This is an optimization exercise on Yosys and OpenROAD, whose aim is small area and a short achievable clock period, not a production implementation.
Where RTL was checked, it was by simulation tests only, not by an equivalence proof against the original.

Setup of purple:
==> module rand_range_mapper, before the edit <==
module rand_range_mapper #(
   parameter int unsigned FIFO_DEPTH  = 16,
   parameter int unsigned ADDR_SIZE   = 4,
   parameter int unsigned RANGE_WIDTH = 16
) (
   input  logic                   clk,
   input  logic                   reset_n,
   input  logic [31:0]            rand_in,
   input  logic                   rand_in_valid,
   input  logic [RANGE_WIDTH-1:0] range_in,
   input  logic                   range_load,
   output logic                   busy,
   output logic [RANGE_WIDTH-1:0] out_data,
   output logic                   out_valid,
   input  logic                   out_ready,
   output logic [ADDR_SIZE:0]     fifo_level,
   output logic [15:0]            drop_count,
   output logic [15:0]            reject_count
);
   localparam int unsigned RamDepth = FIFO_DEPTH - 2;
   logic                   busy_q;
   logic [RANGE_WIDTH-1:0] range_q;
   logic [RANGE_WIDTH-1:0] rem_q;       
   logic [4:0]             iter_q;
   logic [RANGE_WIDTH-1:0] out_data_q;
   logic                   out_valid_q;
   logic [31:0]            ram [RamDepth];
   logic [3:0]             wr_ptr_q;
   logic [3:0]             rd_ptr_q;
   logic [ADDR_SIZE:0]     level_q;
   logic [31:0]            head_q;
   logic [31:0]            second_q;
   logic [31:0]            head_d;
   logic [31:0]            second_d;
   logic [31:0]            mul_x;
   logic                   empty;
   logic                   full;
   logic                   ge2;
   logic                   ge3;
   logic                   pop;
   logic                   push;
   logic                   ram_we;
   logic                   head_ld;
   logic                   second_ld;
   logic                   cs_en;
   logic [ADDR_SIZE:0]     level_inc;
   logic [ADDR_SIZE:0]     level_dec;
   logic [47:0] cs0_d, cs0_q;
   logic [47:0] cs1_d, cs1_q;
   logic [47:0] cs2_d, cs2_q;
   logic [47:0] cs3_d, cs3_q;
   logic [47:0] s1, c1;
   logic [47:0]            sum_s;       
   logic [47:0]            sum_c;
   logic [47:0]            prod;
   logic                   c32;
   logic [31:0]            tk;
   logic [31:0]            v_s;
   logic [32:0]            v_c;
   logic [32:0]            v_lo;
   logic [RANGE_WIDTH-1:0] result;
   logic                   accept;
   logic [RANGE_WIDTH:0]   rem_dbl;
   logic [RANGE_WIDTH-1:0] rem_next;
   always_comb begin
      level_inc = level_q + 1'b1;
      level_dec = level_q - 1'b1;
      empty     = (level_q == '0);
      full      = level_q[ADDR_SIZE];
      ge2       = (level_q[ADDR_SIZE:1] != '0);
      ge3       = ge2 && (level_q != (ADDR_SIZE+1)'(2));
      pop       = !busy_q && !range_load && !empty && (!out_valid_q || out_ready);
      push      = rand_in_valid && (!full || pop);
      ram_we    = push && (pop ? ge3 : ge2);
      head_ld   = pop || empty;
      second_ld = pop || !ge2;
      head_d    = ge2 ? second_q : rand_in;
      second_d  = ge3 ? ram[rd_ptr_q] : rand_in;
      mul_x     = (busy_q && !empty) ? head_q : head_d;
      cs_en     = busy_q || head_ld;
   end
   rrm_mul_cs u_mul (.x(mul_x), .n(range_q), .r0(cs0_d), .r1(cs1_d), .r2(cs2_d), .r3(cs3_d));
   always_comb begin
      s1     = cs0_q ^ cs1_q ^ cs2_q;
      c1     = {(cs0_q[46:0] & cs1_q[46:0]) | (cs0_q[46:0] & cs2_q[46:0]) | (cs1_q[46:0] & cs2_q[46:0]), 1'b0};
      sum_s  = s1 ^ c1 ^ cs3_q;
      sum_c  = {(s1[46:0] & c1[46:0]) | (s1[46:0] & cs3_q[46:0]) | (c1[46:0] & cs3_q[46:0]), 1'b0};
      prod   = sum_s + sum_c;
      c32    = 1'((33'(sum_s[31:0]) + 33'(sum_c[31:0])) >> 32);
      tk     = {16'hFFFF, ~rem_q};
      v_s    = sum_s[31:0] ^ sum_c[31:0] ^ tk;
      v_c    = {(sum_s[31:0] & sum_c[31:0]) | (sum_s[31:0] & tk) | (sum_c[31:0] & tk), 1'b1};
      v_lo   = 33'(v_s) + 33'(v_c[31:0]);
      accept = v_lo[32] ^ v_c[32] ^ c32;
      result = (range_q == '0) ? head_q[RANGE_WIDTH-1:0] : prod[47:32];
   end
   always_comb begin
      rem_dbl = {rem_q, 1'b0};
      if (rem_dbl >= {1'b0, range_q}) rem_next = RANGE_WIDTH'(rem_dbl - {1'b0, range_q});
      else                            rem_next = rem_dbl[RANGE_WIDTH-1:0];
   end
   always_ff @(posedge clk) begin
      if (ram_we) ram[wr_ptr_q] <= rand_in;
   end
   always_ff @(posedge clk) begin
      if (head_ld)   head_q   <= head_d;
      if (second_ld) second_q <= second_d;
      if (cs_en) begin
      cs0_q <= cs0_d;
      cs1_q <= cs1_d;
      cs2_q <= cs2_d;
      cs3_q <= cs3_d;
      end
   end
   always_ff @(posedge clk or negedge reset_n) begin
      if (!reset_n) begin
         wr_ptr_q <= '0;
         rd_ptr_q <= '0;
         level_q  <= '0;
      end else begin
         if (ram_we) wr_ptr_q <= (wr_ptr_q == 4'(RamDepth - 1)) ? 4'd0 : wr_ptr_q + 4'd1;
         if (pop && ge3) rd_ptr_q <= (rd_ptr_q == 4'(RamDepth - 1)) ? 4'd0 : rd_ptr_q + 4'd1;
         if (push != pop) level_q <= push ? level_inc : level_dec;
      end
   end
   always_ff @(posedge clk or negedge reset_n) begin
      if (!reset_n) begin
         busy_q      <= 1'b0;
         range_q     <= '0;
         rem_q       <= '0;
         iter_q      <= '0;
         out_data_q  <= '0;
         out_valid_q <= 1'b0;
      end else begin
         if (range_load) begin
            busy_q  <= 1'b1;
            range_q <= range_in;
            rem_q   <= RANGE_WIDTH'(range_in[RANGE_WIDTH-1:1] != '0);
            iter_q  <= '0;
         end else if (busy_q) begin
            rem_q  <= rem_next;
            iter_q <= iter_q + 5'd1;
            if (iter_q == 5'd31) busy_q <= 1'b0;
         end
         if (range_load) begin
            out_valid_q <= 1'b0;
         end else if (pop && accept) begin
            out_data_q  <= result;
            out_valid_q <= 1'b1;
         end else if (out_ready) begin
            out_valid_q <= 1'b0;
         end
      end
   end
   logic [15:0] drop_q;
   logic [15:0] reject_q;
   always_ff @(posedge clk or negedge reset_n) begin
      if (!reset_n) begin
         drop_q   <= '0;
         reject_q <= '0;
      end else begin
         if (rand_in_valid && !push && (drop_q != 16'hFFFF)) drop_q <= drop_q + 16'd1;
         if (pop && !accept && (reject_q != 16'hFFFF)) reject_q <= reject_q + 16'd1;
      end
   end
   assign drop_count   = drop_q;
   assign reject_count = reject_q;
   assign busy       = busy_q;
   assign out_data   = out_data_q;
   assign out_valid  = out_valid_q;
   assign fifo_level = level_q;
endmodule
==> flow/config.mk <==
export PLATFORM = sky130hd
export DESIGN_NAME = rand_range_mapper
export DESIGN_NICKNAME = rand_range_mapper
export VERILOG_FILES = /design/flow/design.v
export SDC_FILE = /design/flow/constraint.sdc
export NUM_CORES = 4
export LEC_CHECK = 0
export ABC_AREA = 1
export CAP_MARGIN = 20
export CORE_MARGIN = 2
export CORE_UTILIZATION = 40
export SLEW_MARGIN = 20
==> flow/constraint.sdc <==
create_clock -name core_clock -period 10.0 [get_ports {clk}]
set_input_delay 2.0000 -clock core_clock [delete_from_list [all_inputs] [get_ports {clk}]]
set_output_delay 2.0000 -clock core_clock [all_outputs]
set_load 0.01 [all_outputs]
standard.sh (not shown) runs the stock make flow with config.mk's settings and CLKGATE_MAP_FILE= SYNTH_SCRIPT=/design/flow/synth_recipe.tcl, a recipe that flattens the netlist after the stock synthesis.
==> flow/flow/run.sh <==
#!/bin/bash
# Own flow: the standard layout (standard.sh: standard synthesis, floorplan, place, CTS,
# route, finish), with two changes to how the layout is made:
#  - port buffers are buf_4 cells (buffer_ports -buffer_cell) instead of the default delay buffer;
#  - the timing repair steps aim for 6 ns of setup slack at the 10 ns clock (SETUP_SLACK_MARGIN).
# make's full output goes to flow_make.log here; each tool's own log is under orfs/logs/.
set -euo pipefail
export SETUP_SLACK_MARGIN=6
export BUFFER_PORTS_ARGS="-buffer_cell sky130_fd_sc_hd__buf_4"
bash standard.sh > flow_make.log 2>&1
diff inputs: purple => green
diff --git a/flow/design.v b/flow/design.v
--- a/flow/design.v
+++ b/flow/design.v
@@ -41,10 +41,15 @@
    logic                   push;
    logic                   ram_we;
    logic                   head_ld;
    logic                   second_ld;
    logic                   cs_en;
+   logic [ADDR_SIZE:0]     level_next;
+   logic                   busy_next;
+   logic                   sel_h_q;     
+   logic                   sel_s_q;     
+   logic                   sel_ni_q;    
    logic [ADDR_SIZE:0]     level_inc;
    logic [ADDR_SIZE:0]     level_dec;
    logic [47:0] cs0_d, cs0_q;
    logic [47:0] cs1_d, cs1_q;
    logic [47:0] cs2_d, cs2_q;
@@ -74,12 +79,14 @@
       ram_we    = push && (pop ? ge3 : ge2);
       head_ld   = pop || empty;
       second_ld = pop || !ge2;
       head_d    = ge2 ? second_q : rand_in;
       second_d  = ge3 ? ram[rd_ptr_q] : rand_in;
-      mul_x     = (busy_q && !empty) ? head_q : head_d;
+      mul_x     = ({32{sel_h_q}} & head_q) | ({32{sel_s_q}} & second_q) | ({32{!sel_ni_q}} & rand_in);
       cs_en     = busy_q || head_ld;
+      level_next = (push != pop) ? (push ? level_inc : level_dec) : level_q;
+      busy_next  = range_load || (busy_q && (iter_q != 5'd31));
    end
    rrm_mul_cs u_mul (.x(mul_x), .n(range_q), .r0(cs0_d), .r1(cs1_d), .r2(cs2_d), .r3(cs3_d));
    always_comb begin
       s1     = cs0_q ^ cs1_q ^ cs2_q;
       c1     = {(cs0_q[46:0] & cs1_q[46:0]) | (cs0_q[46:0] & cs2_q[46:0]) | (cs1_q[46:0] & cs2_q[46:0]), 1'b0};
@@ -115,14 +122,20 @@
    always_ff @(posedge clk or negedge reset_n) begin
       if (!reset_n) begin
          wr_ptr_q <= '0;
          rd_ptr_q <= '0;
          level_q  <= '0;
+         sel_h_q  <= 1'b0;
+         sel_s_q  <= 1'b0;
+         sel_ni_q <= 1'b0;
       end else begin
          if (ram_we) wr_ptr_q <= (wr_ptr_q == 4'(RamDepth - 1)) ? 4'd0 : wr_ptr_q + 4'd1;
          if (pop && ge3) rd_ptr_q <= (rd_ptr_q == 4'(RamDepth - 1)) ? 4'd0 : rd_ptr_q + 4'd1;
-         if (push != pop) level_q <= push ? level_inc : level_dec;
+         level_q  <= level_next;
+         sel_h_q  <= busy_next && (level_next != '0);
+         sel_s_q  <= !(busy_next && (level_next != '0)) && (level_next[ADDR_SIZE:1] != '0);
+         sel_ni_q <= (busy_next && (level_next != '0)) || (level_next[ADDR_SIZE:1] != '0);
       end
    end
    always_ff @(posedge clk or negedge reset_n) begin
       if (!reset_n) begin
          busy_q      <= 1'b0;
## What came out
sky130_fd_sc_hd__nand2_1 as the commonest non-fill, non-tap cell in the layout was reported by green, and sky130_fd_sc_hd__edfxtp_1 by purple. Summary of green over purple: post-synthesis share of cell area spent on full adders, half adders and majority gates was more or less identical; number of enable-type register cells in the synthesized netlist essentially unchanged. Number of non-clock buffers in green vs purple: up 14. Going from purple to green, initial antenna violation count has decreased, clock distribution area overhead in the final layout picked up an extra 0.41 points, core occupancy in the finished layout increased 1.1 points, cell area after layout higher. green vs purple, launching element of the worst setup path: rand_in[7] vs rand_in[12]. As of green, global-route wire length before repair had risen slightly compared to purple. Final cycle utilization of the critical path for green is lower than for purple. Global-route usage over all layers came out lower on green than on purple. green: PASS, flow complete, no timing, DRC or antenna violations. green vs. purple: compound-cell area share of the yosys netlist went up by 0.66 points. green ends up with a maximum frequency from static timing analysis that is about 0.6% higher than in purple.

---

Setup of lane 3:
Another version of the RTL of rand_range_mapper (not shown whole).
Size in the first run: about 750 flip-flops, about 48000 um2 of cells after synthesis.
==> module rand_range_mapper, before the edit <==
module rand_range_mapper #(
   parameter int unsigned FIFO_DEPTH  = 16,
   parameter int unsigned ADDR_SIZE   = 4,
   parameter int unsigned RANGE_WIDTH = 16
) (
   input  logic                   clk,
   input  logic                   reset_n,
   input  logic [31:0]            rand_in,
   input  logic                   rand_in_valid,
   input  logic [RANGE_WIDTH-1:0] range_in,
   input  logic                   range_load,
   output logic                   busy,
   output logic [RANGE_WIDTH-1:0] out_data,
   output logic                   out_valid,
   input  logic                   out_ready,
   output logic [ADDR_SIZE:0]     fifo_level,
   output logic [15:0]            drop_count,
   output logic [15:0]            reject_count
);
   localparam int unsigned RamDepth = FIFO_DEPTH - 2;
   logic                   busy_q;
   logic [RANGE_WIDTH-1:0] range_q;
   logic [RANGE_WIDTH-1:0] rem_q;       
   logic [4:0]             iter_q;
   logic [RANGE_WIDTH-1:0] out_data_q;
   logic                   out_valid_q;
   logic [31:0]            ram [RamDepth];
   logic [3:0]             wr_ptr_q;
   logic [3:0]             rd_ptr_q;
   logic [ADDR_SIZE:0]     level_q;
   logic [31:0]            head_q;
   logic [31:0]            second_q;
   logic [31:0]            head_d;
   logic [31:0]            second_d;
   logic [31:0]            mul_x;
   logic                   empty;
   logic                   full;
   logic                   ge2;
   logic                   ge3;
   logic                   pop;
   logic                   push;
   logic                   ram_we;
   logic                   head_ld;
   logic                   second_ld;
   logic                   cs_en;
   logic [47:0] cs0_d, cs0_q;
   logic [47:0] cs1_d, cs1_q;
   logic [47:0] cs2_d, cs2_q;
   logic [47:0]            prod;
   logic [34:0]            lo_sum;
   logic [34:0]            lo_t;
   logic [RANGE_WIDTH-1:0] result;
   logic                   accept;
   logic [RANGE_WIDTH:0]   rem_dbl;
   logic [RANGE_WIDTH-1:0] rem_next;
   always_comb begin
      empty     = (level_q == '0);
      full      = level_q[ADDR_SIZE];
      ge2       = (level_q[ADDR_SIZE:1] != '0);
      ge3       = ge2 && (level_q != (ADDR_SIZE+1)'(2));
      pop       = !busy_q && !range_load && !empty && (!out_valid_q || out_ready);
      push      = rand_in_valid && (!full || pop);
      ram_we    = push && (pop ? ge3 : ge2);
      head_ld   = pop || empty;
      second_ld = pop || !ge2;
      head_d    = ge2 ? second_q : rand_in;
      second_d  = ge3 ? ram[rd_ptr_q] : rand_in;
      mul_x     = (busy_q && !empty) ? head_q : head_d;
      cs_en     = busy_q || head_ld;
   end
   rrm_mul_cs u_mul (.x(mul_x), .n(range_q), .r0(cs0_d), .r1(cs1_d), .r2(cs2_d));
   always_comb begin
      prod   = cs0_q + cs1_q + cs2_q;
      lo_sum = 35'(cs0_q[31:0]) + 35'(cs1_q[31:0]) + 35'(cs2_q[31:0]);
      lo_t   = 35'(cs0_q[31:0]) + 35'(cs1_q[31:0]) + 35'(cs2_q[31:0]) + {3'b000, 16'hFFFF, ~rem_q} + 35'd1;
      accept = (lo_t[34:32] != lo_sum[34:32]);
      result = (range_q == '0) ? head_q[RANGE_WIDTH-1:0] : prod[47:32];
   end
   always_comb begin
      rem_dbl = {rem_q, 1'b0};
      if (rem_dbl >= {1'b0, range_q}) rem_next = RANGE_WIDTH'(rem_dbl - {1'b0, range_q});
      else                            rem_next = rem_dbl[RANGE_WIDTH-1:0];
   end
   always_ff @(posedge clk) begin
      if (ram_we) ram[wr_ptr_q] <= rand_in;
   end
   always_ff @(posedge clk) begin
      if (head_ld)   head_q   <= head_d;
      if (second_ld) second_q <= second_d;
      if (cs_en) begin
      cs0_q <= cs0_d;
      cs1_q <= cs1_d;
      cs2_q <= cs2_d;
      end
   end
   always_ff @(posedge clk or negedge reset_n) begin
      if (!reset_n) begin
         wr_ptr_q <= '0;
         rd_ptr_q <= '0;
         level_q  <= '0;
      end else begin
         if (ram_we) wr_ptr_q <= (wr_ptr_q == 4'(RamDepth - 1)) ? 4'd0 : wr_ptr_q + 4'd1;
         if (pop && ge3) rd_ptr_q <= (rd_ptr_q == 4'(RamDepth - 1)) ? 4'd0 : rd_ptr_q + 4'd1;
         if (push && !pop) level_q <= level_q + 1'b1;
         else if (pop && !push) level_q <= level_q - 1'b1;
      end
   end
   always_ff @(posedge clk or negedge reset_n) begin
      if (!reset_n) begin
         busy_q      <= 1'b0;
         range_q     <= '0;
         rem_q       <= '0;
         iter_q      <= '0;
         out_data_q  <= '0;
         out_valid_q <= 1'b0;
      end else begin
         if (range_load) begin
            busy_q  <= 1'b1;
            range_q <= range_in;
            rem_q   <= RANGE_WIDTH'(range_in[RANGE_WIDTH-1:1] != '0);
            iter_q  <= '0;
         end else if (busy_q) begin
            rem_q  <= rem_next;
            iter_q <= iter_q + 5'd1;
            if (iter_q == 5'd31) busy_q <= 1'b0;
         end
         if (range_load) begin
            out_valid_q <= 1'b0;
         end else if (pop && accept) begin
            out_data_q  <= result;
            out_valid_q <= 1'b1;
         end else if (out_ready) begin
            out_valid_q <= 1'b0;
         end
      end
   end
   logic [15:0] drop_q;
   logic [15:0] reject_q;
   always_ff @(posedge clk or negedge reset_n) begin
      if (!reset_n) begin
         drop_q   <= '0;
         reject_q <= '0;
      end else begin
         if (rand_in_valid && !push && (drop_q != 16'hFFFF)) drop_q <= drop_q + 16'd1;
         if (pop && !accept && (reject_q != 16'hFFFF)) reject_q <= reject_q + 16'd1;
      end
   end
   assign drop_count   = drop_q;
   assign reject_count = reject_q;
   assign busy       = busy_q;
   assign out_data   = out_data_q;
   assign out_valid  = out_valid_q;
   assign fifo_level = level_q;
endmodule
Settings: LEC_CHECK=0, CAP_MARGIN=20, CORE_MARGIN=2, CORE_UTILIZATION=40, SLEW_MARGIN=20; clock period 10.0 ns.
run.sh (not shown) runs the stock make flow with config.mk's settings and CLKGATE_MAP_FILE= SYNTH_SCRIPT=/design/flow/synth_recipe.tcl, a recipe that flattens the netlist after the stock synthesis.
Stock flow here: none of the scripts above is used.
What lane 5 does differently from lane 3 at the input level:
--- a/flow/design.v
+++ b/flow/design.v
@@ -16,9 +16,9 @@
    output logic [ADDR_SIZE:0]     fifo_level,
    output logic [15:0]            drop_count,
    output logic [15:0]            reject_count
 );
-   localparam int unsigned RamDepth = FIFO_DEPTH - 2;
+   localparam int unsigned RamDepth = FIFO_DEPTH - 1;
    logic                   busy_q;
    logic [RANGE_WIDTH-1:0] range_q;
    logic [RANGE_WIDTH-1:0] rem_q;       
    logic [4:0]             iter_q;
@@ -28,54 +28,41 @@
    logic [3:0]             wr_ptr_q;
    logic [3:0]             rd_ptr_q;
    logic [ADDR_SIZE:0]     level_q;
    logic [31:0]            head_q;
-   logic [31:0]            second_q;
-   logic [31:0]            head_d;
-   logic [31:0]            second_d;
-   logic [31:0]            mul_x;
+   logic [31:0]            x_next;
    logic                   empty;
    logic                   full;
-   logic                   ge2;
-   logic                   ge3;
+   logic                   ram_has;
    logic                   pop;
    logic                   push;
    logic                   ram_we;
    logic                   head_ld;
-   logic                   second_ld;
-   logic                   cs_en;
    logic [47:0] cs0_d, cs0_q;
    logic [47:0] cs1_d, cs1_q;
    logic [47:0] cs2_d, cs2_q;
    logic [47:0]            prod;
-   logic [34:0]            lo_sum;
-   logic [34:0]            lo_t;
    logic [RANGE_WIDTH-1:0] result;
    logic                   accept;
    logic [RANGE_WIDTH:0]   rem_dbl;
    logic [RANGE_WIDTH-1:0] rem_next;
    always_comb begin
-      empty     = (level_q == '0);
-      full      = level_q[ADDR_SIZE];
-      ge2       = (level_q[ADDR_SIZE:1] != '0);
-      ge3       = ge2 && (level_q != (ADDR_SIZE+1)'(2));
-      pop       = !busy_q && !range_load && !empty && (!out_valid_q || out_ready);
-      push      = rand_in_valid && (!full || pop);
-      ram_we    = push && (pop ? ge3 : ge2);
-      head_ld   = pop || empty;
-      second_ld = pop || !ge2;
-      head_d    = ge2 ? second_q : rand_in;
-      second_d  = ge3 ? ram[rd_ptr_q] : rand_in;
-      mul_x     = (busy_q && !empty) ? head_q : head_d;
-      cs_en     = busy_q || head_ld;
+      empty   = (level_q == '0);
+      full    = level_q[ADDR_SIZE];
+      ram_has = (level_q[ADDR_SIZE:1] != '0);
+      pop     = !busy_q && !range_load && !empty && (!out_valid_q || out_ready);
+      push    = rand_in_valid && (!full || pop);
+      ram_we  = push && !empty && !(pop && !ram_has);
+      head_ld = pop || empty;
+      if (!head_ld)     x_next = head_q;
+      else if (ram_has) x_next = ram[rd_ptr_q];
+      else              x_next = rand_in;
    end
-   rrm_mul_cs u_mul (.x(mul_x), .n(range_q), .r0(cs0_d), .r1(cs1_d), .r2(cs2_d));
+   rrm_mul_cs u_mul (.x(x_next), .n(range_q), .r0(cs0_d), .r1(cs1_d), .r2(cs2_d));
    always_comb begin
       prod   = cs0_q + cs1_q + cs2_q;
-      lo_sum = 35'(cs0_q[31:0]) + 35'(cs1_q[31:0]) + 35'(cs2_q[31:0]);
-      lo_t   = 35'(cs0_q[31:0]) + 35'(cs1_q[31:0]) + 35'(cs2_q[31:0]) + {3'b000, 16'hFFFF, ~rem_q} + 35'd1;
-      accept = (lo_t[34:32] != lo_sum[34:32]);
       result = (range_q == '0) ? head_q[RANGE_WIDTH-1:0] : prod[47:32];
+      accept = (prod[31:0] >= 32'(rem_q));
    end
    always_comb begin
       rem_dbl = {rem_q, 1'b0};
       if (rem_dbl >= {1'b0, range_q}) rem_next = RANGE_WIDTH'(rem_dbl - {1'b0, range_q});
@@ -84,24 +71,21 @@
    always_ff @(posedge clk) begin
       if (ram_we) ram[wr_ptr_q] <= rand_in;
    end
    always_ff @(posedge clk) begin
-      if (head_ld)   head_q   <= head_d;
-      if (second_ld) second_q <= second_d;
-      if (cs_en) begin
+      head_q <= x_next;
       cs0_q <= cs0_d;
       cs1_q <= cs1_d;
       cs2_q <= cs2_d;
-      end
    end
    always_ff @(posedge clk or negedge reset_n) begin
       if (!reset_n) begin
          wr_ptr_q <= '0;
          rd_ptr_q <= '0;
          level_q  <= '0;
       end else begin
          if (ram_we) wr_ptr_q <= (wr_ptr_q == 4'(RamDepth - 1)) ? 4'd0 : wr_ptr_q + 4'd1;
-         if (pop && ge3) rd_ptr_q <= (rd_ptr_q == 4'(RamDepth - 1)) ? 4'd0 : rd_ptr_q + 4'd1;
+         if (pop && ram_has) rd_ptr_q <= (rd_ptr_q == 4'(RamDepth - 1)) ? 4'd0 : rd_ptr_q + 4'd1;
          if (push && !pop) level_q <= level_q + 1'b1;
          else if (pop && !push) level_q <= level_q - 1'b1;
       end
    end
Notes after the runs:
- Having completed the whole flow, lane 5 delivered a layout that passed the timing, DRC and antenna checks.
- Lane 5 vs lane 3 — net total in the final layout climbed by more than 10%
- Area occupied by registers for lane 5 is lower than for lane 3.
- Re post-synthesis sequential area ratio: lane 3 and lane 5 aren't equal, and the higher value belongs to lane 3.
- Row basic-gate share of the synthesized area counting and, or, nand and nor cells: lane 5 higher / lane 3 lower
- Summary of lane 5 over lane 3: setup slack lost 0.87 ns, time the worst path needs with I/O delays and setup rose 0.87 ns, area after synthesis went up about 1.5%, number of buffers added by the clock tree synthesis step barely changed, wire length of the first global-routing pass moved down.
- Lane 3 → lane 5: register-to-register slack shrank by 0.57 ns; area growth from synthesis to layout held steady.
No functional check of the RTL was part of any run of this note.

afterwards: timing with drivers on the ports:
Ports are ideal in the flow. The routed layouts listed here were re-timed in OpenROAD.
Step 1, drivers: a clkbuf_16 drives clk and a buf_2 each remaining input, both assumed.
Step 2, shift: input delay + t, output delay - t, t = (earliest + latest rising clock arrival at the registers) / 2. This alone moves slack from input paths to output paths.
Three values: no drivers, after step 1, after step 2; two values: the first two.
run | shift t [ns] | setup WS [ns] | worst hold slack (ns) | clock arrival spread, ns | pins driven straight from the clock port
purple | 0.720 | 6.027 / 6.060 / 5.348 | 0.490 / 0.490 / 0.490 | 0.027 / 0.027 | 1
green | 0.720 | 6.049 / 6.082 / 5.361 | 0.482 / 0.482 / 0.482 | 0.039 / 0.039 | 1
lane 3 | 0.754 | 4.048 / 4.051 / 3.297 | 0.493 / 0.493 / 0.493 | 0.063 / 0.062 | 1
lane 5 | 0.734 | 3.181 / 3.217 / 2.482 | 0.493 / 0.493 / 0.493 | 0.047 / 0.047 | 1
After both steps setup and hold are still met in every run listed. The setup slack of lane 3, which loses most, moves by +0.003 ns with the drivers and by -0.751 ns with both steps.
